From an optimization exercise on the open Yosys and OpenROAD flow, aimed at small area and a short achievable clock period; shortcuts taken in it are not production practice.
Function was checked by simulation only, so behaviour that the tests miss may differ from the original.
No driver is modelled on the clock port, so clocking that relies on it looks cheaper here than on a real chip.
Power is estimated from default activity; no workload was simulated.

== v12 ==
// wallace_mult_24x24
module wallace_mult_24x24 (
  input  logic        clk,
  input  logic        rst,
  input  logic        in_valid,
  input  logic [23:0] a,
  input  logic [23:0] b,
  output logic        out_valid,
  output logic [39:0] x,
  output logic [39:0] y,
  output logic [7:0]  z
);
clock: 4.0 ns
lec_check: 0
cap_margin: 20
core_margin: 2
core_utilization: 60
cts_cluster_diameter: 100
cts_cluster_size: 30
hold_slack_margin: 0.05
setup_slack_margin: 2.1
slew_margin: 20
synth_hierarchical: 1
synth_minimum_keep_size: 0
standard.sh (not shown) runs the stock make flow with config.mk's settings and CLKGATE_MAP_FILE= SYNTH_SCRIPT=/design/flow/synth_recipe.tcl, a recipe that flattens the netlist after the stock synthesis.
==> flow/flow/run.sh <==
#!/bin/bash
set -euo pipefail
K="BUFFER_PORTS_ARGS=-buffer_cell sky130_fd_sc_hd__buf_1"
EM="SETUP_SLACK_MARGIN=$(cat flow/early_margin.txt)"
bash standard.sh "$K" "$EM" cts > make_cts.log 2>&1
export SKEW_DB=$PWD/orfs/results/$FLOW_PLATFORM/wallace_mult_24x24/base/4_cts.odb
export SKEW_LIB=$FLOW_HOME/platforms/$FLOW_PLATFORM/lib/sky130_fd_sc_hd__tt_025C_1v80.lib
export SKEW_RC=$FLOW_HOME/platforms/$FLOW_PLATFORM/setRC.tcl
export SKEW_SDC=$PWD/orfs/results/$FLOW_PLATFORM/wallace_mult_24x24/base/4_cts.sdc
export SKEW_FLATTEN=$(cat flow/flatten.txt)
read SKEW_D2 SKEW_D3 < flow/skew.txt
export SKEW_D2 SKEW_D3
openroad -no_init -exit flow/skew.tcl > skew.log 2>&1
bash standard.sh "$K" finish > make_finish.log 2>&1
==> flow/flow/early_margin.txt <==
1.8
==> flow/flow/flatten.txt <==
1
==> flow/flow/skew.tcl <==
read_db $::env(SKEW_DB)
read_liberty $::env(SKEW_LIB)
read_sdc $::env(SKEW_SDC)
source $::env(SKEW_RC)
set_propagated_clock [all_clocks]
set db [ord::get_db]
set block [ord::get_db_block]
set sizes {sky130_fd_sc_hd__clkbuf_1 sky130_fd_sc_hd__clkbuf_2 sky130_fd_sc_hd__clkbuf_4 sky130_fd_sc_hd__clkbuf_8 sky130_fd_sc_hd__clkbuf_16}
set pre_master sky130_fd_sc_hd__clkbuf_1
set k 0

proc new_buf {master_name x y in_net} {
  global db block k
  set inst [odb::dbInst_create $block [$db findMaster $master_name] "skew_buf_$k"]
  set out [odb::dbNet_create $block "skew_net_$k"]
  $out setSigType CLOCK
  incr k
  [$inst findITerm A] connect $in_net
  [$inst findITerm X] connect $out
  $inst setLocation $x $y
  $inst setPlacementStatus PLACED
  return [list $inst $out]
}

# odb instance name -> STA clock pin of every register
set clkpin [dict create]
foreach p [get_pins -hierarchical */CLK] {
  dict set clkpin [[[sta::sta_to_db_pin $p] getInst] getName] $p
}
proc ckpin {inst} { return [dict get $::clkpin [$inst getName]] }

proc mean_arrival {insts} {
  set s 0.0; set n 0
  foreach inst $insts {
    set a [get_property [ckpin $inst] arrival_max_rise]
    set s [expr {$s + $a}]; incr n
  }
  return [expr {$s / $n}]
}

# leaf nets of the tree
set leaves {}
foreach net [$block getNets] {
  if {[$net getSigType] ne "CLOCK"} continue
  foreach it [$net getITerms] {
    if {[$it isOutputSignal] && [string match clkbuf_leaf_* [[$it getInst] getName]]} { lappend leaves $net }
  }
}

set groups {}
foreach net $leaves {
  foreach rank {r2 r3} {
    set sinks {}; set sx 0; set sy 0
    foreach it [$net getITerms] {
      set inst [$it getInst]
      if {[$it isOutputSignal]} continue
      if {[string match ${rank}_* [$inst getName]] && [[$it getMTerm] getName] eq "CLK"} {
        lappend sinks $it
        set loc [$inst getLocation]
        set sx [expr {$sx + [lindex $loc 0]}]; set sy [expr {$sy + [lindex $loc 1]}]
      }
    }
    set n [llength $sinks]
    if {$n == 0} continue
    set x [expr {int($sx / $n)}]; set y [expr {int($sy / $n)}]
    # smallest last buffer that keeps the clock-pin slew well inside the limit
    set si [expr {$n <= 3 ? 1 : ($n <= 8 ? 2 : ($n <= 16 ? 3 : 4))}]
    lassign [new_buf [lindex $sizes $si] $x $y $net] last out
    set insts {}
    foreach it $sinks { set inst [$it getInst]; lappend insts $inst; $it disconnect; $it connect $out }
    lappend groups [dict create rank $rank leaf $net insts $insts last $last si $si simin $si pre {} x $x y $y]
  }
}

set ref {}
foreach inst [$block getInsts] {
  set nm [$inst getName]
  if {[dict exists $clkpin $nm] && ![string match r2_* $nm] && ![string match r3_* $nm] && ![string match a2_* $nm] && ![string match *2_q* $nm]} { lappend ref $inst }
}
puts "reference registers (ranks 1 and 4): [llength $ref]"
for {set round 0} {$round < 14} {incr round} {
  estimate_parasitics -placement
  set base [mean_arrival $ref]
  set changed 0
  set ng {}
  foreach g $groups {
    set tgt [expr {$base + ([dict get $g rank] eq "r2" ? $::env(SKEW_D2) : $::env(SKEW_D3))}]
    set a [mean_arrival [dict get $g insts]]
    set gw 0
    foreach inst [dict get $g insts] {
      set sl [get_property [ckpin $inst] slew_max]
      if {$sl > $gw} { set gw $sl }
    }
    if {$gw > 0.105 && [dict get $g si] < 4} {
      # clock-pin slew first: a stronger last buffer, and never smaller again
      set si [expr {[dict get $g si] + 1}]
      [dict get $g last] swapMaster [$db findMaster [lindex $sizes $si]]
      dict set g si $si
      dict set g simin $si
      lappend ng $g
      set changed 1
      continue
    }
    set si [dict get $g si]
    set last [dict get $g last]
    if {$a < $tgt - 0.04} {
      if {$si > [dict get $g simin] && ($tgt - $a < 0.1 || [llength [dict get $g pre]] >= 6)} {
        incr si -1
        $last swapMaster [$db findMaster [lindex $sizes $si]]
      } elseif {[llength [dict get $g pre]] < 6} {
        # one more small buffer in front of the last one
        set in_it [$last findITerm A]
        set in_net [$in_it getNet]
        $in_it disconnect
        lassign [new_buf $::pre_master [dict get $g x] [dict get $g y] $in_net] p pout
        $in_it connect $pout
        dict lappend g pre $p
      }
      set changed 1
    } elseif {$a > $tgt + 0.04 && $si < 4} {
      incr si
      $last swapMaster [$db findMaster [lindex $sizes $si]]
      set changed 1
    }
    dict set g si $si
    lappend ng $g
  }
  set groups $ng
  if {!$changed} break
}
estimate_parasitics -placement
set base [mean_arrival $ref]
foreach g $groups {
  puts [format "group %s %-22s sinks %2d last %s pre %d  skew %.3f" [dict get $g rank] [[dict get $g leaf] getName] [llength [dict get $g insts]] [lindex $sizes [dict get $g si]] [llength [dict get $g pre]] [expr {[mean_arrival [dict get $g insts]] - $base}]]
}
puts "ranks 1 and 4 mean clock arrival $base"
set worst 0
foreach g $groups {
  set gw 0
  foreach inst [dict get $g insts] {
    set sl [get_property [ckpin $inst] slew_max]
    if {$sl > $worst} { set worst $sl }
    if {$sl > $gw} { set gw $sl }
  }
  puts "slew [dict get $g rank] [llength [dict get $g insts]] [lindex $sizes [dict get $g si]] $gw"
}
puts "worst skewed clock-pin slew $worst"
detailed_placement
check_placement -verbose
write_db $::env(SKEW_DB)
==> flow/flow/skew.txt <==
0.4 0.55
--- input diff v12..v3 ---
- removing HOLD_SLACK_MARGIN (formerly 0.05)
- changing SETUP_SLACK_MARGIN from 2.1 to 2.15
-- flow/flow/run.sh --
<<< v12, line 4
EM="SETUP_SLACK_MARGIN=$(cat flow/early_margin.txt)"
bash standard.sh "$K" "$EM" cts > make_cts.log 2>&1
>>> v3, line 4
bash standard.sh "$K" cts > make_cts.log 2>&1
<<< v12, line 10
export SKEW_FLATTEN=$(cat flow/flatten.txt)
>>> v3, line 9
==> flow/flow/skew.txt <==
0.25 0.35
removed: flow/flow/early_margin.txt
removed: flow/flow/flatten.txt
### Flow results
Per the comparison of v3 with v12, cell area now sits higher, clock edge transition at the registers on the reported setup and hold paths now sits lower, minimum clock period after layout up 0.15 ns. v3 leaves less setup margin than v12. Of the two candidates, v12 has the better via total after detailed routing and v3 the worse one. v3 finished end to end and its layout was clean on timing, DRC and antenna. Comparing v12 and v3, the higher clock network power share is on v12.
The following lists how v33 was set up differently from v3:
- SETUP_SLACK_MARGIN: 2.15 -> 2.0
-- flow/flow/skew.tcl --
<<< v3, line 81
for {set round 0} {$round < 14} {incr round} {
>>> v33, line 81
for {set round 0} {$round < 10} {incr round} {
<<< v3, line 107
      if {$si > [dict get $g simin] && ($tgt - $a < 0.1 || [llength [dict get $g pre]] >= 6)} {
>>> v33, line 107
      if {$si > [dict get $g simin]} {
<<< v3, line 110
      } elseif {[llength [dict get $g pre]] < 6} {
>>> v33, line 110
      } elseif {[llength [dict get $g pre]] < 3} {
### Flow results
[diff] leakage component of the power, v33 relative to v3: improvement. v33 against v3: total power fell about 2.8%, clock network power consumption grew by about 4%, post-layout minimum cycle time decreased by 0.049 ns relative to the old numbers, number of filler instances in the final layout increased by about 15% relative to the old numbers.

========
wallace_mult_24x24, a different RTL version from the one above (not shown whole).
Size in the first run: ~1700 cells after synthesis, ~430 flip-flops, roughly 140 I/O pins, ~0.022 mm^2 of cells after synthesis.
Settings: LEC_CHECK=0, CAP_MARGIN=20, CORE_MARGIN=2, CORE_UTILIZATION=60, CTS_CLUSTER_DIAMETER=100, CTS_CLUSTER_SIZE=30, HOLD_SLACK_MARGIN=0.05, SETUP_SLACK_MARGIN=2.25, SLEW_MARGIN=20, SYNTH_HIERARCHICAL=1, SYNTH_MINIMUM_KEEP_SIZE=0; clock period 4.0 ns.
==> flow/flow/run.sh <==
#!/bin/bash
set -euo pipefail
K="BUFFER_PORTS_ARGS=-buffer_cell sky130_fd_sc_hd__buf_1"
EM="SETUP_SLACK_MARGIN=$(cat flow/early_margin.txt)"
bash standard.sh "$K" "$EM" cts > make_cts.log 2>&1
export SKEW_DB=$PWD/orfs/results/$FLOW_PLATFORM/wallace_mult_24x24/base/4_cts.odb
export SKEW_LIB=$FLOW_HOME/platforms/$FLOW_PLATFORM/lib/sky130_fd_sc_hd__tt_025C_1v80.lib
export SKEW_RC=$FLOW_HOME/platforms/$FLOW_PLATFORM/setRC.tcl
export SKEW_SDC=$PWD/orfs/results/$FLOW_PLATFORM/wallace_mult_24x24/base/4_cts.sdc
export SKEW_FLATTEN=$(cat flow/flatten.txt)
export SKEW_LEAF=$(cat flow/leaf.txt 2>/dev/null || true)
read SKEW_D2 SKEW_D3 < flow/skew.txt
export SKEW_D2 SKEW_D3
openroad -no_init -exit flow/skew.tcl > skew.log 2>&1
bash standard.sh "$K" finish > make_finish.log 2>&1
Other scripts of this flow, unchanged in this note and not shown: flow/flow/early_margin.txt, flow/flow/flatten.txt, flow/flow/skew.tcl, flow/flow/skew.txt
Change:
- SETUP_SLACK_MARGIN: 2.25 -> 2.2
Effect: The new run completed with no timing, DRC or antenna violations; combinational power shrinks by 3.8%; area after synthesis is unchanged; core utilization came out lower by 0.78 points; clock power hardly moves; sequential share of layout area goes up by 0.29 points; wire length stays flat; final area decreases by 1.2%; total power goes down by 1.7%; critical path depth does not change; worst setup slack got worse by 0.020 ns.

==> what the ideal ports hide <==
No port has a modelled driver above. Below, the same layouts with a new extraction and two added sets of constraints.
Step 1: set_driving_cell puts a clkbuf_16 on clk and a buf_2 on each other input, an assumption about the parent block.
Step 2, shift: input delay + t, output delay - t, t = (earliest + latest rising clock arrival at the registers) / 2. This alone moves slack from input paths to output paths.
Three values: no drivers, after step 1, after step 2; two values: the first two.
run | t, ns | slack for setup (ns) | worst hold slack (ns) | clock arrival spread, ns
v12 | 0.888 | 2.177 / 2.122 / 2.193 | 0.106 / 0.106 / 0.106 | 0.695 / 0.694
v3 | 0.784 | 2.023 / 2.023 / 2.023 | 0.113 / 0.113 / 0.113 | 0.477 / 0.477
v33 | 0.773 | 2.072 / 2.072 / 2.072 | 0.157 / 0.157 / 0.157 | 0.472 / 0.472
the first run of note 2 | 0.960 | 2.239 / 2.182 / 2.131 | 0.032 / 0.032 / 0.032 | 0.832 / 0.832
the second run of note 2 | 0.958 | 2.218 / 2.161 / 2.133 | 0.046 / 0.046 / 0.046 | 0.828 / 0.828
Clock arrivals are far apart in every run listed, so t is only a midpoint there and step 2 fits no single register. The setup slack of the first run of note 2, which loses most, moves by -0.057 ns with the drivers and by -0.108 ns with both steps.
